Source: an optimization exercise on an open RTL-to-GDS flow (aim: small area, a short achievable clock period and few clock cycles). Production flows keep margins and buffers that such runs may drop.
Function was checked by simulation only, so behaviour that the tests miss may differ from the original.
In every run shown here, the design's own scripts or RTL, not TritonCTS, make the clock network.
The clock port is modelled as an ideal driver, which makes a skipped or thinned clock tree look cheaper than it is; a real chip needs a root buffer or a tree.
Power figures rest on the tool's default switching activity, not on a simulated workload.

[flow/flow/clock_tree.tcl]
# Clock tree in place of ORFS's CTS step: the clock port drives mid cells
# (ROOT_BUF), each driving one or two leaf cells (LEAF_BUF); each leaf buffer drives one cluster of flip-flops, the
# clusters made by k-means on the flip-flops' placed positions.
read_db $::env(RESULTS)/3_place.odb
read_liberty $::env(LIB_FILE)
read_sdc $::env(RESULTS)/3_place.sdc
source $::env(PLATFORM_DIR)/setRC.tcl
set K $::env(NLEAF)
set LEAF $::env(LEAF_BUF)
set ROOTBUF $::env(ROOT_BUF)
set block [ord::get_db_block]
set dbu [$block getDbUnitsPerMicron]
set clk [lindex [all_clocks] 0]
set src [get_full_name [lindex [get_property $clk sources] 0]]
set net [$block findNet $src]
set pts {}
foreach it [$net getITerms] {
  if {![$it isInputSignal]} { continue }
  set inst [$it getInst]
  set bb [$inst getBBox]
  lappend pts [list [expr {([$bb xMin] + [$bb xMax]) / 2.0 / $dbu}] [expr {([$bb yMin] + [$bb yMax]) / 2.0 / $dbu}] "[$inst getName]/[[$it getMTerm] getName]"]
}
puts "clock sinks: [llength $pts]"
# k-means, deterministic start: points sorted by angle around the centroid
set cx 0; set cy 0
foreach p $pts { set cx [expr {$cx + [lindex $p 0]}]; set cy [expr {$cy + [lindex $p 1]}] }
set cx [expr {$cx / [llength $pts]}]; set cy [expr {$cy / [llength $pts]}]
set sorted [lsort -real -index 3 [lmap p $pts { list {*}$p [expr {atan2([lindex $p 1]-$cy, [lindex $p 0]-$cx)}] }]]
set cent {}
for {set k 0} {$k < $K} {incr k} {
  set p [lindex $sorted [expr {int(($k + 0.5) * [llength $sorted] / $K)}]]
  lappend cent [list [expr {($cx + [lindex $p 0]) / 2}] [expr {($cy + [lindex $p 1]) / 2}]]
}
set cap [expr {int(ceil(double([llength $pts]) / $K * 1.15))}]
for {set iter 0} {$iter < 30} {incr iter} {
  # balanced assignment: nearest centre with room, farthest points first
  set cnt [lrepeat $K 0]
  set asg {}
  set order {}
  foreach p $sorted {
    set best 1e9
    foreach c $cent { set d [expr {hypot([lindex $p 0]-[lindex $c 0], [lindex $p 1]-[lindex $c 1])}]; if {$d < $best} { set best $d } }
    lappend order [list $best $p]
  }
  foreach e [lsort -real -decreasing -index 0 $order] {
    set p [lindex $e 1]
    set bk -1; set bd 1e9
    for {set k 0} {$k < $K} {incr k} {
      if {[lindex $cnt $k] >= $cap} { continue }
      set c [lindex $cent $k]
      set d [expr {hypot([lindex $p 0]-[lindex $c 0], [lindex $p 1]-[lindex $c 1])}]
      if {$d < $bd} { set bd $d; set bk $k }
    }
    lset cnt $bk [expr {[lindex $cnt $bk] + 1}]
    lappend asg [list $bk $p]
  }
  set sx [lrepeat $K 0.0]; set sy [lrepeat $K 0.0]
  foreach a $asg {
    set k [lindex $a 0]; set p [lindex $a 1]
    lset sx $k [expr {[lindex $sx $k] + [lindex $p 0]}]
    lset sy $k [expr {[lindex $sy $k] + [lindex $p 1]}]
  }
  set cent {}
  for {set k 0} {$k < $K} {incr k} {
    lappend cent [list [expr {[lindex $sx $k] / max(1,[lindex $cnt $k])}] [expr {[lindex $sy $k] / max(1,[lindex $cnt $k])}]]
  }
}
puts "cluster sizes: $cnt"
# cells and nets are made directly in the database, so that inverters can
# serve as well as buffers (two inverting levels keep the clock's polarity)
set db [ord::get_db]
proc out_mterm {master} {
  foreach mt [$master getMTerms] {
    if {[$mt getSigType] eq "SIGNAL" && [$mt getIoType] eq "OUTPUT"} { return [$mt getName] }
  }
}
proc add_cell {master_name name x y} {
  global block db dbu
  set master [$db findMaster $master_name]
  set inst [odb::dbInst_create $block $master $name]
  $inst setLocation [expr {int($x * $dbu)}] [expr {int($y * $dbu)}]
  $inst setPlacementStatus PLACED
  return $inst
}
proc add_net {name} {
  global block
  set n [odb::dbNet_create $block $name]
  $n setSigType CLOCK
  return $n
}
set leaves {}
for {set k 0} {$k < $K} {incr k} {
  set c [lindex $cent $k]
  set inst [add_cell $LEAF clkleaf_$k [lindex $c 0] [lindex $c 1]]
  set ln [add_net clknet_leaf_$k]
  [$inst findITerm [out_mterm [$inst getMaster]]] connect $ln
  foreach a $asg {
    if {[lindex $a 0] != $k} { continue }
    set pin [lindex [lindex $a 1] 2]
    set slash [string last / $pin]
    set it [[$block findInst [string range $pin 0 [expr {$slash - 1}]]] findITerm [string range $pin [expr {$slash + 1}] end]]
    $it disconnect
    $it connect $ln
  }
  lappend leaves $inst
}
# mid level: the leaves in closest pairs (or singly, with MID_FANOUT 1), one
# mid cell per group, placed between its leaves; the clock port drives the
# mid cells
proc best_pairs {idx cent} {
  if {[llength $idx] == 0} { return [list 0.0 {}] }
  set a [lindex $idx 0]
  set best [list 1e18 {}]
  foreach b [lrange $idx 1 end] {
    set rest [lsearch -all -inline -not -exact [lrange $idx 1 end] $b]
    set sub [best_pairs $rest $cent]
    set ca [lindex $cent $a]; set cb [lindex $cent $b]
    set d [expr {hypot([lindex $ca 0]-[lindex $cb 0], [lindex $ca 1]-[lindex $cb 1]) + [lindex $sub 0]}]
    if {$d < [lindex $best 0]} { set best [list $d [concat [list [list $a $b]] [lindex $sub 1]]] }
  }
  return $best
}
set idx {}
for {set k 0} {$k < $K} {incr k} { lappend idx $k }
if {$::env(MID_FANOUT) == 2} {
  set groups [lindex [best_pairs $idx $cent] 1]
} else {
  set groups [lmap k $idx { list $k }]
}
set m 0
foreach g $groups {
  set x 0; set y 0
  foreach k $g { set x [expr {$x + [lindex [lindex $cent $k] 0]}]; set y [expr {$y + [lindex [lindex $cent $k] 1]}] }
  set x [expr {$x / [llength $g]}]; set y [expr {$y / [llength $g]}]
  if {[llength $g] == 1} {
    # next to its leaf, towards the middle of the core
    set x [expr {$x + 0.3 * ($cx - $x)}]; set y [expr {$y + 0.3 * ($cy - $y)}]
  }
  set inst [add_cell $ROOTBUF clkmid_$m $x $y]
  set mn [add_net clknet_mid_$m]
  [$inst findITerm [out_mterm [$inst getMaster]]] connect $mn
  [$inst findITerm A] connect $net
  foreach k $g { [[lindex $leaves $k] findITerm A] connect $mn }
  incr m
}
global_connect
foreach n [$block getNets] { if {[string match clknet_* [$n getName]]} { $n setSigType CLOCK } }
$net setSigType CLOCK
set_propagated_clock [all_clocks]
set_dont_use $::env(DONT_USE_CELLS)
# the rest as ORFS's cts.tcl does after its clock tree synthesis
estimate_parasitics -placement
detailed_placement
estimate_parasitics -placement
report_clock_skew
report_clock_latency
repair_timing -setup_margin $::env(SETUP_MARGIN) -hold_margin 0 -repair_tns 100 -verbose
detailed_placement
check_placement -verbose
estimate_parasitics -placement
report_clock_skew
report_checks -path_delay max -group_path_count 5 -format end
report_check_types -max_slew -max_capacitance
write_db $::env(RESULTS)/4_1_cts.odb
write_sdc $::env(RESULTS)/4_cts.sdc
[flow/flow/make_vars.txt]

[flow/design.v]
package phdc_pkg;
  localparam int unsigned PosW  = 16;
  localparam int unsigned PosXW = PosW + 1;
  localparam logic [PosW-1:0] PosMax = '1;
  localparam int unsigned LenW = 15;
  localparam int unsigned WinW = 5;
  localparam int unsigned CrcW = 32;
  localparam logic [CrcW-1:0] CrcPoly = 32'hEDB8_8320;
  localparam logic [CrcW-1:0] CrcInit = 32'hFFFF_FFFF;
  localparam logic [7:0] FirstByteCrcMask = 8'hDF;
  localparam logic [PosXW-1:0] HdrCrcStart = 17'd7;
  localparam logic [PosXW-1:0] HdrEnd      = 17'd11;
  localparam logic [PosXW-1:0] CrcBytes    = 17'd4;
  localparam logic [WinW-1:0] WindowLimitRst  = 5'd31;
  localparam logic [LenW-1:0] PayloadLimitRst = 15'd512;
  typedef enum logic [0:0] {
    CfgWindowLimit  = 1'b0,
    CfgPayloadLimit = 1'b1
  } cfg_reg_e;
  typedef enum logic [2:0] {
    StOk           = 3'd0,
    StInconsistent = 3'd1,
    StNoHeader     = 3'd2,
    StType         = 3'd3,
    StWindow       = 3'd4,
    StLength       = 3'd5,
    StCrc          = 3'd6
  } status_e;
  typedef struct packed {
    status_e          status;
    logic [1:0]       pkt_type;
    logic             truncated;
    logic [WinW-1:0]  window;
    logic [LenW-1:0]  payload_length;
    logic [7:0]       seqnum;
    logic [31:0]      timestamp;
    logic [CrcW-1:0]  header_crc;
    logic [CrcW-1:0]  payload_crc;
    logic             payload_crc_checked;
  } res_t;
endpackage
import phdc_pkg::*;
module phdc_crc8 (
  input  logic [phdc_pkg::CrcW-1:0] crc_i,
  input  logic [7:0]                data_i,
  output logic [phdc_pkg::CrcW-1:0] crc_o
);
  always_comb begin
    logic [CrcW-1:0] c;
    c = crc_i ^ {{(CrcW-8){1'b0}}, data_i};
    for (int i = 0; i < 8; i++) begin
      c = (c >> 1) ^ (CrcPoly & {CrcW{c[0]}});
    end
    crc_o = c;
  end
endmodule
import phdc_pkg::*;
module phdc_parser (
  input  logic                      clk_i,
  input  logic                      rst_ni,
  input  logic                      step_i,
  input  logic                      idle_i,
  input  logic [7:0]                data_i,
  input  logic                      last_i,
  input  logic [phdc_pkg::WinW-1:0] window_limit_i,
  input  logic [phdc_pkg::LenW-1:0] payload_limit_i,
  output phdc_pkg::res_t            res_o
);
  localparam logic [1:0] PhHdr  = 2'd0;
  localparam logic [1:0] PhPay  = 2'd1;
  localparam logic [1:0] PhTail = 2'd2;
  localparam logic [1:0] PhPast = 2'd3;
  logic [1:0]      ph_q;
  logic [LenW-1:0] cnt_q;    
  logic [1:0]      bi_q;     
  logic            herr_q, perr_q;
  logic            l_q;
  logic [7:0]      b0_q, seq_q;
  logic [LenW-1:0] len_q;
  logic [31:0]     ts_q;
  logic [CrcW-1:0] hcrc_q;
  logic [CrcW-1:0] pc_q;     
  logic [2:0]      st_q;
  logic            chkd_q;
  logic            in_h, in_p, in_t;
  logic [3:0]      n;
  logic            p0, p1, p2l, pseq, pts, prx, pcrc, phc, hdr_last;
  logic [7:0]      ref_b;
  logic            mism;
  logic [CrcW-1:0] crc_in, crc_upd;
  logic [7:0]      crc_data;
  logic            crc_en, bi_en, pc_clr;
  logic            plast, len_nz, chk;
  assign in_h = (ph_q == PhHdr);
  assign in_p = (ph_q == PhPay);
  assign in_t = (ph_q == PhTail);
  assign n    = cnt_q[3:0];
  assign p0       = in_h && (n == 4'd0);
  assign p1       = in_h && (n == 4'd1);
  assign p2l      = in_h && (n == 4'd2) && l_q;
  assign pseq     = in_h && (l_q ? (n == 4'd3) : (n == 4'd2));
  assign pts      = in_h && (l_q ? (n >= 4'd4 && n <= 4'd7) : (n >= 4'd3 && n <= 4'd6));
  assign prx      = in_h && (l_q ? (n >= 4'd8) : (n >= 4'd7));
  assign pcrc     = in_h && (l_q ? (n <= 4'd7) : (n <= 4'd6));
  assign phc      = in_h && (l_q ? (n == 4'd7) : (n == 4'd6));
  assign hdr_last = prx && (bi_q == 2'd3);
  assign ref_b = pc_q[8*(3-bi_q) +: 8];
  assign mism  = (data_i != ref_b);
  assign crc_in   = ~pc_q;
  assign crc_data = p0 ? (data_i & FirstByteCrcMask) : data_i;
  phdc_crc8 u_crc8 (
    .crc_i  (crc_in),
    .data_i (crc_data),
    .crc_o  (crc_upd)
  );
  assign crc_en = pcrc || in_p;
  assign bi_en  = pts || prx || in_t;
  assign plast  = (cnt_q == len_q);
  assign len_nz = (len_q != '0);
  assign chk    = len_nz && !b0_q[5];
  logic nohdr, inc_a, typ0, winb, lenb, inc_b, herr_e, inc_c, perr_e;
  phdc_pkg::status_e status;
  assign nohdr  = in_h && (n <= 4'd5);
  assign inc_a  = in_h && (n <= 4'd9);
  assign typ0   = (b0_q[7:6] == 2'd0);
  assign winb   = (b0_q[4:0] > window_limit_i);
  assign lenb   = (len_q > payload_limit_i);
  assign inc_b  = in_h && (n == 4'd10) && l_q;
  assign herr_e = herr_q || (hdr_last && mism);
  assign inc_c  = (in_h && len_nz) || (in_p && (!plast || chk)) ||
                  (in_t && (bi_q != 2'd3));
  assign perr_e = perr_q || (in_t && mism);
  always_comb begin
    if (nohdr)                status = StNoHeader;
    else if (inc_a)           status = StInconsistent;
    else if (typ0)            status = StType;
    else if (winb)            status = StWindow;
    else if (lenb)            status = StLength;
    else if (inc_b)           status = StInconsistent;
    else if (herr_e)          status = StCrc;
    else if (inc_c)           status = StInconsistent;
    else if (chk && perr_e)   status = StCrc;
    else                      status = StOk;
  end
  logic checked;
  assign checked = chk && !(nohdr || inc_a || typ0 || winb || lenb || inc_b ||
                            herr_e || inc_c);
  always_ff @(posedge clk_i or negedge rst_ni) begin
    if (!rst_ni) begin
      ph_q  <= PhHdr;
      cnt_q <= 15'd0;
      bi_q  <= 2'd0;
    end else if (step_i) begin
      if (last_i) begin
        ph_q  <= PhHdr;
        cnt_q <= 15'd0;
        bi_q  <= 2'd0;
      end else begin
        if (bi_en) bi_q <= bi_q + 2'd1;
        if (hdr_last) begin
          cnt_q <= 15'd1;
        end else if (in_h || in_p) begin
          cnt_q <= cnt_q + 15'd1;
        end
        if (hdr_last) ph_q <= len_nz ? PhPay : PhPast;
        if (in_p && plast) ph_q <= chk ? PhTail : PhPast;
        if (in_t && bi_q == 2'd3) ph_q <= PhPast;
      end
    end
  end
  assign pc_clr = (idle_i && in_h && n == 4'd0) ||
                  (step_i && (hdr_last || (last_i && !checked)));
  always_ff @(posedge clk_i) begin
    if (idle_i && in_h && n == 4'd0) begin
      len_q  <= '0;
      seq_q  <= '0;
      ts_q   <= '0;
      hcrc_q <= '0;
    end else if (step_i) begin
      if (pseq) seq_q <= data_i;
      for (int b = 0; b < 4; b++) begin
        if (pts && bi_q == 2'(b)) ts_q[8*b +: 8] <= data_i;
      end
      if (phc) hcrc_q <= ~crc_upd;
      if (p1) len_q[14:8] <= data_i[7] ? data_i[6:0] : 7'd0;
      if (p1 || p2l) len_q[7:0] <= (p1 && data_i[7]) ? 8'h00 : {!p1 && data_i[7], data_i[6:0]};
    end
  end
  always_ff @(posedge clk_i) begin
    if (pc_clr)                 pc_q <= '0;
    else if (step_i && crc_en)  pc_q <= ~crc_upd;
  end
  always_ff @(posedge clk_i) begin
    if (step_i) begin
      if (p0) b0_q <= data_i;
      if (p1) l_q <= data_i[7];
      herr_q <= (!p0 && herr_q) || (prx && mism);
      perr_q <= (!p0 && perr_q) || (in_t && mism);
      if (last_i) begin
        st_q   <= status;
        chkd_q <= checked;
      end
    end
  end
  always_comb begin
    res_o.status              = phdc_pkg::status_e'(st_q);
    res_o.pkt_type            = b0_q[7:6];
    res_o.truncated           = b0_q[5];
    res_o.window              = b0_q[4:0];
    res_o.payload_length      = len_q;
    res_o.seqnum              = seq_q;
    res_o.timestamp           = ts_q;
    res_o.header_crc          = hcrc_q;
    res_o.payload_crc         = pc_q;
    res_o.payload_crc_checked = chkd_q;
  end
endmodule
import phdc_pkg::*;
module packet_header_decoder_crc32_top (
  input  logic                      clk_i,
  input  logic                      rst_ni,
  input  logic                      in_valid_i,
  output logic                      in_ready_o,
  input  logic [7:0]                data_byte_i,
  input  logic                      last_byte_i,
  output logic                      out_valid_o,
  input  logic                      out_ready_i,
  output logic [2:0]                status_o,
  output logic [1:0]                pkt_type_o,
  output logic                      truncated_o,
  output logic [phdc_pkg::WinW-1:0] window_o,
  output logic [phdc_pkg::LenW-1:0] payload_length_o,
  output logic [7:0]                seqnum_o,
  output logic [31:0]               timestamp_o,
  output logic [phdc_pkg::CrcW-1:0] header_crc_o,
  output logic [phdc_pkg::CrcW-1:0] payload_crc_o,
  output logic                      payload_crc_checked_o,
  input  logic                      cfg_valid_i,
  output logic                      cfg_ready_o,
  input  logic [0:0]                cfg_index_i,
  input  logic [phdc_pkg::LenW-1:0] cfg_data_i
);
  logic            in_valid_q;
  logic [7:0]      in_data_q;
  logic            in_last_q;
  logic            out_valid_q;
  phdc_pkg::res_t  res;
  logic [WinW-1:0] window_limit_q;
  logic [LenW-1:0] payload_limit_q;
  logic in_ready_q, out_valid_d;
  assign in_ready_o = in_ready_q;
  always_ff @(posedge clk_i or negedge rst_ni) begin
    if (!rst_ni) begin
      in_valid_q <= 1'b0;
      in_ready_q <= 1'b0;
    end else begin
      in_valid_q <= in_valid_i && in_ready_o;
      in_ready_q <= !out_valid_d && !(in_valid_i && in_ready_o && last_byte_i);
    end
  end
  always_ff @(posedge clk_i) begin
    in_data_q <= data_byte_i;
    in_last_q <= last_byte_i;
  end
  assign cfg_ready_o = 1'b1;
  always_ff @(posedge clk_i or negedge rst_ni) begin
    if (!rst_ni) begin
      window_limit_q  <= WindowLimitRst;
      payload_limit_q <= PayloadLimitRst;
    end else if (cfg_valid_i) begin
      unique case (cfg_index_i)
        CfgWindowLimit:  window_limit_q  <= cfg_data_i[WinW-1:0];
        CfgPayloadLimit: payload_limit_q <= cfg_data_i;
        default: ;
      endcase
    end
  end
  phdc_parser u_parser (
    .clk_i           (clk_i),
    .rst_ni          (rst_ni),
    .step_i          (in_valid_q),
    .idle_i          (!in_valid_q && !out_valid_q),
    .data_i          (in_data_q),
    .last_i          (in_last_q),
    .window_limit_i  (window_limit_q),
    .payload_limit_i (payload_limit_q),
    .res_o           (res)
  );
  assign out_valid_d = (in_valid_q && in_last_q) || (out_valid_q && !out_ready_i);
  always_ff @(posedge clk_i or negedge rst_ni) begin
    if (!rst_ni) begin
      out_valid_q <= 1'b0;
    end else begin
      out_valid_q <= out_valid_d;
    end
  end
  assign out_valid_o           = out_valid_q;
  assign status_o              = res.status;
  assign pkt_type_o            = res.pkt_type;
  assign truncated_o           = res.truncated;
  assign window_o              = res.window;
  assign payload_length_o      = res.payload_length;
  assign seqnum_o              = res.seqnum;
  assign timestamp_o           = res.timestamp;
  assign header_crc_o          = res.header_crc;
  assign payload_crc_o         = res.payload_crc;
  assign payload_crc_checked_o = res.payload_crc_checked;
endmodule
[flow/flow/setup_margin.txt]
8.0
[flow/constraint.sdc]
create_clock -name core_clock -period 11.0 [get_ports {clk_i}]
set_input_delay 2.2000 -clock core_clock [delete_from_list [all_inputs] [get_ports {clk_i}]]
set_output_delay 2.2000 -clock core_clock [all_outputs]
set_load 0.01 [all_outputs]
[flow/flow/clock_leaves.txt]
8
[flow/flow/clock_root.txt]
sky130_fd_sc_hd__clkinv_8
[flow/config.mk]
export PLATFORM = sky130hd
export DESIGN_NAME = packet_header_decoder_crc32_top
export DESIGN_NICKNAME = packet_header_decoder_crc32_top
export VERILOG_FILES = /design/flow/design.v
export SDC_FILE = /design/flow/constraint.sdc
export NUM_CORES = 4
export LEC_CHECK = 0
export CAP_MARGIN = 20
export CORE_MARGIN = 2
export CORE_UTILIZATION = 65
export SETUP_SLACK_MARGIN = 0.5
export SLEW_MARGIN = 20
[flow/flow/clock_leaf.txt]
sky130_fd_sc_hd__clkinv_8
[flow/flow/run.sh]
#!/bin/bash
# Standard ORFS layout (standard.sh, with the standard synthesis), except:
#  - the port buffers are made from the smallest buffer cell;
#  - extra ORFS make variables for the layout steps from flow/make_vars.txt;
#  - flow/clock_tree.tcl builds the clock tree (the clock port drives four
#    mid inverters, each driving two leaf inverters, each leaf driving one
#    cluster of flip-flops) in place of ORFS's
#    CTS step, then repairs timing as that step does; make then carries on
#    from its result with global routing.
# The clock period and constraints are the design's (constraint.sdc as given).
# Each tool run writes its full output to its own log in this folder.
set -euo pipefail
MARGIN=$(cat flow/setup_margin.txt)
EXTRA=""
if [[ -f flow/make_vars.txt ]]; then
  EXTRA="$(cat flow/make_vars.txt)"
fi
export BUFFER_PORTS_ARGS="-buffer_cell sky130_fd_sc_hd__buf_1"
sed -E "s/SETUP_SLACK_MARGIN=[^ ]+/SETUP_SLACK_MARGIN=${MARGIN} ${EXTRA}/" standard.sh > standard_tuned.sh
bash standard.sh synth > synth_make.log 2>&1
bash standard_tuned.sh place > place_make.log 2>&1
export RESULTS="$PWD/orfs/results/${FLOW_PLATFORM}/packet_header_decoder_crc32_top/base"
export PLATFORM_DIR="$FLOW_HOME/platforms/${FLOW_PLATFORM}"
export LIB_FILE="$PLATFORM_DIR/lib/sky130_fd_sc_hd__tt_025C_1v80.lib"
export SETUP_MARGIN="$MARGIN"
export DONT_USE_CELLS="$(make -s -C "$FLOW_HOME" DESIGN_CONFIG="$PWD/config.mk" print-DONT_USE_CELLS 2> dont_use.log | sed -n 's/^DONT_USE_CELLS *[:=]* *//p')"
export NLEAF=$(cat flow/clock_leaves.txt)
export LEAF_BUF=$(cat flow/clock_leaf.txt)
export MID_FANOUT=2
export ROOT_BUF=$(cat flow/clock_root.txt)
openroad -no_init -exit flow/clock_tree.tcl > clock_tree.log 2>&1
bash standard_tuned.sh > layout_make.log 2>&1
[flow/standard.sh]
#!/bin/bash
# synth_recipe.tcl (not shown) runs the flow's synth.tcl, then flattens the netlist and writes it again
# the make line also repeats each setting of config.mk as NAME=value (left out here)
make -C /OpenROAD-flow-scripts/flow DESIGN_CONFIG=/design/flow/config.mk WORK_HOME=/design/flow/orfs CLKGATE_MAP_FILE= SYNTH_SCRIPT=/design/flow/synth_recipe.tcl "${@:-finish}"
==> results_dict.tcl, run 1 <==
set metrics [dict create \
    dp_slack_ns 7.78 \
    yosysTopAreaCell "dfxtp_1" \
    grt_util_met3_pct 3.52 \
    num_rows 42 \
    track_usage_pct 30.9 \
    syn_to_final_growth_pct 10.5 \
    stdcell_count 1246 \
    drv_slew 0 \
    n_antenna_cell 0 \
    vias 7215 \
    fin_area_um2 9610 \
    critPathSlowestCell "mux2_2" \
    placed_cells 1234 \
    r2r-start "u_parser.cnt_q[0]" \
    path_cells "buf_1 -> nand2_2 -> mux2_2" \
    crit_fanout 15 \
    die_y_um 120 \
    crit_type "input port to flip-flop" \
    grt-ovfl-total 0 \
    grt.busiest_layer "met2" \
    ir_drop_mv 0.227 \
    tightest_slew_ns 0.979 \
    maxCapViolations 0 \
    grt_pass1_vias 6832 \
    fin_nets 1130 \
    hold_class "flip-flop to flip-flop" \
    syn_inst 940 \
    r2r_end "u_parser.pc_q[13]" \
    synth_nets 998 \
    min_to "u_parser.ts_q[2]" \
    required_ns 11.03 \
    power_density_nw_per_um2 290 \
    setup-tns-final_ns 0 \
    io_buffer_count 162 \
    cp.arrival_ns 3.03 \
    drtAntennaViolNets 0 \
    ys_seq_area_share_pct 46.8 \
    grt_pass1_wl_mm 35.9 \
    die-width_um 120 \
    drt_iter0_drc 572 \
    rsz0062_at_grt "true" \
    whs_ns 0.459 \
    synth_async_sr_flop_share_pct 22.7 \
    crit_family "multiplexers" \
    ys.flop_type "dfxtp_1" \
    synth_area_leaders "dfxtp_1, dfrtp_1, nand2_1, xnor2_1, edfxtp_1" \
    status "complete, no violations" \
    drc 0 \
    worst_slack_ns 8.01 \
    clock_latency_ns 0.16 \
    antenna_found_initial 0 \
    place.gp.congestion 0.876 \
    hp-start "u_parser.ts_q[2]" \
    grt_use_met2_pct 52.9 \
    die-area_um2 14300 \
    r2r_cells 9 \
    drive_above_1_share_pct 8.69 \
    post_dp_cell_area_um2 9380 \
    drt_wl_total_mm 22.5 \
    p_leak_nw 3.84 \
    netlist_area_um2 8690 \
    power_mw 2.79 \
    hpwl_mm 15.8 \
    vias_per_cell 5.79 \
    drt-wirelength-per-cell_um 18.0 \
    min_path_cells 2 \
    post-route-min-period_ns 2.99 \
    reg2reg_slack_ns 8.18 \
    synth-seq-cells 185 \
    start_util_pct 66.2 \
    dr.pass1.iters 6 \
    fin_skew_ns 0.0184 \
    end_kind "flip-flop" \
    avgSynthCellArea_um2 9.25 \
    coreArea_um2 13100 \
    fmax_mhz 334 \
    netlist.area_leader.share_pct 29.5 \
    setup_viol 0 \
    grt_max_degree 53 \
    io_pins 164 \
    yosysWarningCount 3 \
    finish.utilization_pct 73.1 \
    slowest_delay_ns 0.40 \
    synth-edff-count 15 \
    final.period_utilization_pct 27.2 \
    hold_viol 0 \
    grt_util_met1_pct 41.5 \
    clk_pin_slew_ns 0.09 \
    synth.distinct_cells 60 \
    path_buf_inv 1 \
    startpoint_type "input port" \
    max_slew_margin_pct 34.2 \
]
[per-layer routing]
layer	up-vias	share of wire, %
li1	3454	-
met1	3451	42
met2	252	49
met3	58	5.8
met4	0	3.4
met5	-	0
[state kept, by name, summed over array words and instances (netlist names), 3 cells and up]
signal           flops
u_parser.len_q      15
u_parser.b0_q        8
u_parser.hcrc_q     32
u_parser.ts_q       32
payload_limit_q     15
in_data_q            8
u_parser.pc_q       32
u_parser.seq_q       8
window_limit_q       5
u_parser.cnt_q      15
u_parser.st_q        3
[power by group]
group | total, mW | internal, mW | switching, mW
clock network | 0.274 | 0.0496 | 0.224
registers | 1.12 | 0.896 | 0.229
logic | 1.39 | 0.575 | 0.812
[cells in the mapped netlist (all sizes together), types with 5 or more instances]
cell and number:
nor2b 8, nor3 9, ha 28, a22oi 8, nand3 49, dfrtp 36, o21ai 42, dfstp 6
dfxtp 128, inv 38, xnor2 66, nand2 156, mux2i 7, mux2 17, buf 14, edfxtp 15
nor2 75, nor4 8, a21oi 56, nand4 11, mux4 8, and2 5, clkbuf 37, xor2 34
a211oi 31
[area by class of cell]
type                       instances  area [um2]
multi-input combinational        665        4290
sequential                       185        4100
fill                            1100        3530
timing repair buffer             169         664
inverter                          51         342
tap                              176         220
[how the worst max path moves through the flow]
stage	slack [ns]	to	start	cells after the start
global placement	7.81	window_limit_q[0]	cfg_valid_i	3
finish	8.01	payload_limit_q[13]	cfg_index_i[0]	3
floorplan	8.04	window_limit_q[0]	cfg_valid_i	3
global route	7.98	payload_limit_q[13]	cfg_index_i[0]	3
detailed placement	7.78	window_limit_q[0]	cfg_valid_i	3
[worst register-to-register path, stage by stage (launching register included)]
cell and delay [ns]:
dfrtp_1 0.52, ha_1 0.38, nand2_1 0.12, nor2_1 0.12, o21a_1 0.23, a21o_1 0.34, and2_2 0.33, o32a_1 0.18
buf_4 0.35, a211oi_1 0.12
[layout by cell type (no fill, tap or decap), types with 5 or more instances in the layout]
cell type and instances:
buf_1 159, nand2_1 155, dfxtp_1 107, nor2_1 75, xnor2_1 60, a21oi_1 56
nand3_1 49, o21ai_0 41, inv_1 38, dfrtp_1 36, xor2_1 33, a211oi_1 30
ha_1 28, dfxtp_2 21, mux2_2 17, edfxtp_1 15, clkinv_8 12, nand4_1 11
nor3_1 8, mux4_2 8, a22oi_1 8, nor4_1 7, nor2b_1 7, mux2i_1 7
buf_4 7, dfstp_2 6, xnor2_2 5
[kinds of logic after synthesis]
group                      Yosys count  synth area share [%]
and+or+nand+nor                    335                  16.9
DFF                                185                  46.8
AOI/OAI and AO/OA                  168                  11.9
xor gates and xnor gates           101                  11.1
buffers and inverters               90                  4.12
muxes                               32                  5.08
adders and majority gates           28                  4.03
other                                1                0.0431
Testbench counts, summed over its fixed seeds: cycles 160,438.
==> inputs of run 2 (changes only) <==
--- a/flow/config.mk
+++ b/flow/config.mk
@@ -9,3 +9,3 @@
 export CORE_MARGIN = 2
-export CORE_UTILIZATION = 65
+export CORE_UTILIZATION = 75
 export SETUP_SLACK_MARGIN = 0.5
==> results_dict.tcl, run 2 <==
set metrics [dict create \
    die_y_um 112 \
    status "complete, no violations" \
    maxCapViolations 0 \
    grt_max_degree 53 \
    crit_fanout 5 \
    start_util_pct 76.5 \
    power_density_nw_per_um2 292 \
    syn_to_final_growth_pct 10.0 \
    drt_wl_total_mm 22.5 \
    rsz0062_at_grt "false" \
    grt_pass1_vias 7096 \
    end_kind "output pin" \
    hold_class "flip-flop to flip-flop" \
    clock_latency_ns 0.15 \
    path_depth 1 \
    synth_nets 998 \
    io_buffer_count 162 \
    synth_common_cells "nand2_1, dfxtp_1, nor2_1" \
    ys.flop_type "dfxtp_1" \
    ys_seq_area_share_pct 46.8 \
    wl_met1_mm 8.75 \
    avgSynthCellArea_um2 9.25 \
    die-width_um 112 \
    dr.pass1.iters 5 \
    critPathSlowestCell "dfxtp_1" \
    n_antenna_cell 0 \
    drtAntennaViolNets 0 \
    netlist.area_leader.share_pct 29.5 \
    hold_viol 0 \
    hpwl_mm 15.6 \
    path_buf_inv 1 \
    synth.distinct_cells 60 \
    synth-seq-cells 185 \
    yosysMostFrequentCell "nand2_1" \
    drc 0 \
    drt_iter0_drc 555 \
    ir_drop_mv 0.293 \
    layout_commonest_cell "buf_1" \
    fmax_mhz 336 \
    crit_family "flip-flops" \
    vias_per_cell 6.06 \
    num_rows 39 \
    slowest_delay_ns 0.45 \
    post-route-min-period_ns 2.98 \
    whs_ns 0.457 \
    setup_viol 0 \
    drive_above_1_share_pct 8.51 \
    coreArea_um2 11400 \
    fill_cells 715 \
    vias 7349 \
    synth-edff-count 15 \
    worst_slack_ns 8.02 \
    grt_pass1_wl_mm 35.8 \
    met3WireLength_mm 1.67 \
    top_layer "met4" \
    final.period_utilization_pct 27.1 \
    dp_slack_ns 7.79 \
    netlist_area_um2 8690 \
    fin_skew_ns 0.0232 \
    grt-ovfl-total 0 \
    min_path_cells 2 \
    max_slew_margin_pct 35.5 \
    crit_type "flip-flop to output pin" \
    finish.utilization_pct 84.1 \
    setup-tns-final_ns 0 \
    startpoint_type "flip-flop" \
    clk_pin_slew_ns 0.09 \
    largestRegisters "u_parser.hcrc_q (32), u_parser.pc_q (32), u_parser.ts_q (32)" \
    yosysTopAreaCell "dfxtp_1" \
    tightest_slew_ns 0.960 \
    p_leak_nw 3.84 \
    track_usage_pct 35.2 \
    drt-wirelength-per-cell_um 18.5 \
    io_pins 164 \
    syn_inst 940 \
    yosysWarningCount 3 \
    antenna_found_initial 0 \
    drv_slew 0 \
    wl_met2_mm 11.4 \
    die-area_um2 12500 \
    synth_async_sr_flop_share_pct 22.7 \
    synth_area_leaders "dfxtp_1, dfrtp_1, nand2_1, xnor2_1, edfxtp_1" \
    layout_common_cells "buf_1, nand2_1, dfxtp_1, nor2_1, xnor2_1" \
    fin_nets 1129 \
    required_ns 8.80 \
    path_cells "buf_1" \
    cp.arrival_ns 0.78 \
    r2r_cells 6 \
    place.gp.congestion 0.907 \
]
[run 2: cell counts after synthesis]
No cell type changed its count.
[run 2: kinds of logic (layout without fill, tap and decap cells)]
logic type                 after synthesis  count (layout)  share of synthesized area (%)
and+or+nand+nor                        335             335                           16.9
adders and majority gates               28              28                           4.03
muxes                                   32              32                           5.08
buffers and inverters                   90             219                           4.12
AOI/OAI and AO/OA                      168             168                           11.9
xor gates and xnor gates               101             101                           11.1
DFF                                    185             185                           46.8
other                                    1               1                         0.0431
[run 2: layout make-up]
type	count	area, um2	share of cell area (%)
Multi-Input combinational cell	665	4290	44.8
Sequential cell	185	4100	42.8
Timing Repair Buffer	168	659	6.89
Inverter	51	342	3.57
Tap cell	143	179	1.87
[run 2: power by group]
group	total (mW)	internal, mW	switching (mW)
Combinational	1.39	0.575	0.813
Clock	0.277	0.0500	0.227
Sequential	1.12	0.896	0.228
Total	2.79	1.52	1.27
[run 2: metal layers]
layer	vias to the layer above	track usage, %
met5	-	0
met4	0	8.89
met3	53	4.08
met2	324	62.9
met1	3518	45.9
li1	3454	-
[run 2: worst paths after layout]
check / startpoint / to / slack (ns)
setup / recovery: u_parser.len_q[11] / payload_length_o[11] / 8.02
hold reg to reg: u_parser.ts_q[0] / u_parser.ts_q[0] / 0.46
hold / removal: u_parser.ts_q[0] / u_parser.ts_q[0] / 0.46
max in group asynchronous: rst_ni / u_parser.bi_q[1] / 8.57
min in group asynchronous: rst_ni / out_valid_q / 2.03
setup reg to reg: u_parser.ph_q[1] / u_parser.ts_q[7] / 8.13
[run 2: through the flow]
step | power (mW) | cell area (um2) | cells
after floorplan | 2.09 | 8710 | 940
after global placement | 2.45 | 9330 | 1200
after detailed placement | 2.48 | 9330 | 1200
after global routing | 2.97 | 9570 | 1212
final | 2.79 | 9570 | 1212
==> inputs of run 3 (changes only) <==
--- a/flow/config.mk
+++ b/flow/config.mk
@@ -9,3 +9,4 @@
 export CORE_MARGIN = 2
-export CORE_UTILIZATION = 75
+export CORE_UTILIZATION = 70
+export CTS_BUF_LIST = sky130_fd_sc_hd__clkbuf_8
 export SETUP_SLACK_MARGIN = 0.5
==> results_dict.tcl, run 3 <==
set metrics [dict create \
    synth-edff-count 15 \
    min_path_cells 2 \
    setup_viol 0 \
    startpoint_type "input port" \
    maxCapViolations 0 \
    r2r-start "u_parser.cnt_q[0]" \
    post-route-min-period_ns 2.98 \
    grt_pass1_wl_mm 35.5 \
    wl_met1_mm 8.97 \
    synth-seq-cells 185 \
    syn_to_final_growth_pct 10.5 \
    synthMuxAreaShare_pct 5.08 \
    fmax_mhz 336 \
    yosysTopAreaCell "dfxtp_1" \
    num_rows 40 \
    path_buf_inv 1 \
    drive_above_1_share_pct 8.87 \
    crit_type "input port to flip-flop" \
    drv_slew 0 \
    rsz0062_at_grt "true" \
    stdcell_count 1239 \
    path_cells "buf_1 -> nand2_2 -> mux2_2" \
    dr.pass1.iters 5 \
    die-width_um 115 \
    hp-start "u_parser.ts_q[22]" \
    tightest_slew_ns 0.898 \
    antenna_found_initial 0 \
    syn_inst 940 \
    netlist.area_leader.share_pct 29.5 \
    clock_latency_ns 0.16 \
    ys_seq_area_share_pct 46.8 \
    synth_nets 998 \
    fin_nets 1131 \
    vias_per_cell 5.93 \
    ys.flop_type "dfxtp_1" \
    netlist_area_um2 8690 \
    crit_family "multiplexers" \
    avgSynthCellArea_um2 9.25 \
    hold_viol 0 \
    yosysWarningCount 3 \
    fill_cells 871 \
    end_kind "flip-flop" \
    fin_area_um2 9610 \
    status "complete, no violations" \
    grt_pass1_vias 6925 \
    synth_area_leaders "dfxtp_1, dfrtp_1, nand2_1, xnor2_1, edfxtp_1" \
    io_buffer_count 162 \
    top_layer "met4" \
    start_util_pct 72.1 \
    critPathSlowestCell "mux2_2" \
    power_density_nw_per_um2 291 \
    synth-adder-area-share_pct 4.03 \
    drt_wl_total_mm 22.5 \
    r2r_cells 9 \
    coreArea_um2 12100 \
    die-area_um2 13300 \
    synth_top_family_by_area "simple AND/OR/NAND/NOR gates" \
    synth_async_sr_flop_share_pct 22.7 \
    max_slew_margin_pct 39.7 \
    track_usage_pct 33.4 \
    synth_compound_area_share_pct 11.9 \
    ir_drop_mv 0.252 \
    synth_common_cells "nand2_1, dfxtp_1, nor2_1" \
    setup-tns-final_ns 0 \
    fin_skew_ns 0.0204 \
    vias 7353 \
    synthSimpleGateAreaFrac_pct 16.9 \
    synth.distinct_cells 60 \
    final.period_utilization_pct 27.0 \
    synth_xor_area_share_pct 11.1 \
    drt_iter0_drc 586 \
    clk_pin_slew_ns 0.09 \
    drtAntennaViolNets 0 \
    largestRegisters "u_parser.hcrc_q (32), u_parser.pc_q (32), u_parser.ts_q (32)" \
    reg2reg_slack_ns 8.22 \
    io_pins 164 \
    post_dp_cell_area_um2 9380 \
    p_leak_nw 3.84 \
    die_y_um 115 \
    drt-wirelength-per-cell_um 18.2 \
    grt-ovfl-total 0 \
    grt_max_degree 53 \
    required_ns 11.04 \
    drc 0 \
    n_antenna_cell 0 \
    layout_commonest_cell "buf_1" \
    yosysMostFrequentCell "nand2_1" \
    hold_class "flip-flop to flip-flop" \
    crit_fanout 15 \
    min_to "u_parser.ts_q[22]" \
    placed_cells 1227 \
    r2r_end "u_parser.pc_q[0]" \
    met3WireLength_mm 1.71 \
    slowest_delay_ns 0.39 \
    place.gp.congestion 0.903 \
    cp.arrival_ns 3.01 \
    wl_met2_mm 11.0 \
    hpwl_mm 15.7 \
    layout_common_cells "buf_1, nand2_1, dfxtp_1, nor2_1, xnor2_1" \
]
[run 3: cell counts after synthesis]
Identical to the previous run, type by type.
[run 3: through the flow]
stage                     setup slack [ns]  util, %  power [mW]  hold slack (ns)
after floorplan                       8.04        -        2.09            0.403
after global placement                7.80     77.7        2.46            0.444
after detailed placement              7.75     77.8        2.50            0.445
after global routing                  8.00     79.7        2.99            0.473
final                                 8.02     79.7        2.79            0.456
[run 3: cell type report]
type	instances	area [um2]	area share, %
well taps	168	210	2.19
inverters	51	342	3.55
multi-input cells	665	4290	44.6
repair buffers	170	672	6.99
flip-flops and latches	185	4100	42.7
[run 3: worst reg2reg max path, stage by stage (launching register included)]
cell      delay (ns)
dfrtp_1         0.53
ha_1            0.35
nand2_1         0.13
nor2_1          0.11
o21a_1          0.21
a21o_1          0.35
and2_2          0.33
o32a_1          0.18
buf_4           0.35
a211oi_1        0.10
[run 3: worst max-delay path by stage]
stage                                start             endpoint  slack [ns]  cells after the start
after floorplan                cfg_valid_i    window_limit_q[0]        8.04                      3
after global placement         cfg_valid_i    window_limit_q[0]        7.80                      3
after detailed placement       cfg_valid_i    window_limit_q[0]        7.75                      3
after global routing      u_parser.pc_q[8]     payload_crc_o[8]        8.00                      1
final                       cfg_index_i[0]  payload_limit_q[13]        8.02                      3
[run 3: kinds of logic (layout without fill, tap and decap cells)]
family / Yosys count / in the layout
multiplexers: 32 / 32
AO/OA/AOI/OAI: 168 / 168
flip-flops: 185 / 185
XOR/XNOR: 101 / 101
AND/OR/NAND/NOR: 335 / 335
adder cells (fa/ha/maj): 28 / 28
buffers and inverters: 90 / 221
other: 1 / 1
[run 3: routing by layer]
metal,track usage (%),up-vias
met1,44.1,3487
met4,12.3,0
li1,-,3461
met3,4.29,66
met5,0,-
met2,56.8,339
[run 3: report_power, final]
group	internal [mW]	switching (mW)
combinational	0.578	0.816
clock	0.0499	0.226
sequential	0.896	0.228
total	1.52	1.27
==> inputs of run 4 (changes only) <==
--- a/flow/flow/run.sh
+++ b/flow/flow/run.sh
@@ -6,5 +6,6 @@
 #    mid inverters, each driving two leaf inverters, each leaf driving one
-#    cluster of flip-flops) in place of ORFS's
-#    CTS step, then repairs timing as that step does; make then carries on
-#    from its result with global routing.
+#    cluster of flip-flops) in place of ORFS's CTS step, gives the registers
+#    that drive output ports the next drive strength, then repairs timing as
+#    that step does (aiming for flow/cts_setup_margin.txt); make then carries
+#    on from its result with global routing.
 # The clock period and constraints are the design's (constraint.sdc as given).
@@ -25,2 +26,3 @@
 export SETUP_MARGIN="$MARGIN"
+export CTS_SETUP_MARGIN="$(cat flow/cts_setup_margin.txt)"
 export DONT_USE_CELLS="$(make -s -C "$FLOW_HOME" DESIGN_CONFIG="$PWD/config.mk" print-DONT_USE_CELLS 2> dont_use.log | sed -n 's/^DONT_USE_CELLS *[:=]* *//p')"
--- a/flow/flow/clock_tree.tcl
+++ b/flow/flow/clock_tree.tcl
@@ -156,3 +156,21 @@
 report_clock_latency
-repair_timing -setup_margin $::env(SETUP_MARGIN) -hold_margin 0 -repair_tns 100 -verbose
+# registers that drive an output port's buffer get the next drive strength
+set up 0
+foreach port [get_ports -filter "direction==output"] {
+  set drv [get_pins -of_objects [get_nets [get_full_name $port]] -filter "direction==output"]
+  if {[llength $drv] != 1} { continue }
+  set inp [get_pins -of_objects [get_cells -of_objects $drv] -filter "direction==input"]
+  if {[llength $inp] != 1} { continue }
+  set d2 [get_pins -of_objects [get_nets -of_objects $inp] -filter "direction==output"]
+  if {[llength $d2] != 1} { continue }
+  set c [get_cells -of_objects $d2]
+  set ref [get_property $c ref_name]
+  if {[regexp {^(sky130_fd_sc_hd__df[a-z]+)_1$} $ref -> base]} {
+    replace_cell $c ${base}_2
+    incr up
+  }
+}
+puts "upsized $up output registers"
+estimate_parasitics -placement
+repair_timing -setup_margin $::env(CTS_SETUP_MARGIN) -hold_margin 0 -repair_tns 100 -verbose
 detailed_placement
==> flow/flow/cts_setup_margin.txt (new file) <==
8.15
==> results_dict.tcl, run 4 <==
set metrics [dict create \
    yosysMostFrequentCell "nand2_1" \
    ir_drop_mv 0.255 \
    slowest_delay_ns 0.43 \
    drv_slew 0 \
    startpoint_type "flip-flop" \
    vias 7730 \
    ys.flop_type "dfxtp_1" \
    final.period_utilization_pct 26.9 \
    synth_area_leaders "dfxtp_1, dfrtp_1, nand2_1, xnor2_1, edfxtp_1" \
    crit_fanout 2 \
    place.gp.congestion 0.903 \
    largestRegisters "u_parser.hcrc_q (32), u_parser.pc_q (32), u_parser.ts_q (32)" \
    status "complete, no violations" \
    synth-seq-cells 185 \
    p_leak_nw 4.36 \
    die-width_um 115 \
    r2r_cells 10 \
    path_buf_inv 1 \
    hold_viol 0 \
    path_depth 1 \
    vias_per_cell 6.01 \
    netlist_area_um2 8690 \
    num_rows 40 \
    hold_class "flip-flop to flip-flop" \
    end_kind "output pin" \
    cp.arrival_ns 0.75 \
    avgSynthCellArea_um2 9.25 \
    synth-edff-count 15 \
    max_slew_margin_pct 40.8 \
    clk_pin_slew_ns 0.09 \
    post-route-min-period_ns 2.95 \
    drt_wl_total_mm 24.6 \
    power_mw 2.99 \
    antenna_found_initial 0 \
    grt_pass1_vias 7507 \
    fin_nets 1179 \
    synth.distinct_cells 60 \
    rsz0062_at_grt "false" \
    crit_type "flip-flop to output pin" \
    clock_latency_ns 0.16 \
    dr.pass1.iters 5 \
    setup_viol 0 \
    die-area_um2 13300 \
    track_usage_pct 36.4 \
    ff_latch_area_um2 4290 \
    netlist.area_leader.share_pct 29.5 \
    start_util_pct 72.1 \
    io_pins 164 \
    crit_end "window_o[1]" \
    r2r_end "u_parser.pc_q[3]" \
    r2r-start "u_parser.len_q[1]" \
    n_antenna_cell 0 \
    synth_nets 998 \
    synth_common_cells "nand2_1, dfxtp_1, nor2_1" \
    syn_to_final_growth_pct 18.1 \
    fin_area_um2 10300 \
    io_buffer_count 162 \
    path_cells "buf_1" \
    whs_ns 0.453 \
    critPathLaunch "u_parser.b0_q[1]" \
    drc 0 \
    yosysTopAreaCell "dfxtp_1" \
    fmax_mhz 339 \
    maxCapViolations 0 \
    fin_skew_ns 0.0219 \
    die_y_um 115 \
    fill_cells 721 \
    drt_iter0_drc 653 \
    drt-wirelength-per-cell_um 19.1 \
    crit_family "flip-flops" \
    layout_commonest_cell "nand2_1" \
    coreArea_um2 12100 \
    grt-ovfl-total 0 \
    drive_above_1_share_pct 27.5 \
    power_density_nw_per_um2 291 \
    critPathSlowestCell "edfxtp_1" \
    drtAntennaViolNets 0 \
    multi_input_area_um2 4310 \
    hpwl_mm 15.7 \
    grt_pass1_wl_mm 38.5 \
    required_ns 8.80 \
    syn_inst 940 \
    synth_async_sr_flop_share_pct 22.7 \
    reg2reg_slack_ns 8.19 \
    layout_common_cells "nand2_1, buf_1, dfxtp_2, nor2_1, clkbuf_2" \
    post_dp_cell_area_um2 9380 \
    ys_seq_area_share_pct 46.8 \
    yosysWarningCount 3 \
    tightest_slew_ns 0.881 \
    setup-tns-final_ns 0 \
    grt_max_degree 53 \
]
run 4: changes by cell type in the layout (fill, tap and decap cells not counted), moves of 2 or more:
cell	previous run	this run
buf_1	159	93
buf_4	8	56
dfxtp_4	0	28
dfxtp_2	21	91
clkbuf_2	3	65
dfxtp_1	107	9
nand2_4	0	2
buf_2	0	2
run 4: tightest hold or removal path, stage by stage (launching register included):
cell	delay (ns)
dfxtp_2	0.32
nand3_1	0.06
nand2_1	0.05
run 4: logic make-up after synthesis:
logic type / share of synthesized area (%)
mux: 5.08
xor+xnor: 11.1
buf+inv: 4.12
simple gates: 16.9
compound gates: 11.9
fa+ha+maj: 4.03
flops: 46.8
other cells: 0.0431
run 4: routing by layer:
layer  vias to the layer above  GRT usage (%)  part of all wire [%]
li1                       3565              -                     -
met1                      3686           46.7                    39
met2                       389           61.9                    48
met3                        90           4.39                   7.9
met4                         0           16.9                   4.9
met5                         -              0                     0
run 4: power breakdown:
group / internal (mW) / switching (mW)
Combinational: 0.673 / 0.920
Clock: 0.0500 / 0.229
Sequential: 0.936 / 0.182
run 4: metrics by stage:
stage               std cells  util, %  setup WS [ns]
finish                   1287     85.1           8.05
global route             1287     85.1           8.02
detailed placement       1227     77.8           7.75
global placement         1227     77.7           7.80
floorplan                 940        -           8.04
run 4: how the worst min path moves through the flow:
stage | from | end | slack, ns | cells after the start
after floorplan | in_data_q[0] | u_parser.b0_q[0] | 0.40 | 0
after detailed placement | u_parser.hcrc_q[21] | u_parser.hcrc_q[21] | 0.45 | 2
after global routing | u_parser.ts_q[22] | u_parser.ts_q[22] | 0.47 | 2
final | u_parser.ts_q[6] | u_parser.ts_q[6] | 0.45 | 2
after global placement | u_parser.ts_q[6] | u_parser.ts_q[6] | 0.44 | 2
run 4: cell type report:
type | count | area share [%]
Inverter | 51 | 3.33
Tap cell | 168 | 2.05
Sequential cell | 185 | 41.8
Multi-Input combinational cell | 666 | 42.0
Timing Repair Buffer | 217 | 10.9

-- what the ideal ports hide --
In the flow no input, the clock included, has a driving cell. The finished layouts below were timed again as built, in two steps. Step 1 assumes that a clkbuf_16 drives the clock port and a buf_2 every other input. Step 2 also shifts input and output timing later by t, the mid clock arrival at the registers, as if the neighbouring blocks saw the same clock. Slacks: ideal ports / drivers / drivers and shift; pairs: ideal ports / drivers.
run	t (ns)	setup slack, ns	hold slack, ns	clock arrival spread, ns
run 1	0.298	8.009 / 7.874 / 7.837	0.459 / 0.459 / 0.459	0.018 / 0.019
run 2	0.288	8.020 / 7.875 / 7.876	0.457 / 0.457 / 0.457	0.023 / 0.024
run 3	0.288	8.025 / 7.890 / 7.857	0.456 / 0.457 / 0.457	0.022 / 0.022
run 4	0.292	8.046 / 7.901 / 7.935	0.453 / 0.453 / 0.453	0.027 / 0.027
After both steps setup and hold are still met in every run listed. The setup slack of run 1, which loses most, moves by -0.135 ns with the drivers and by -0.172 ns with both steps.
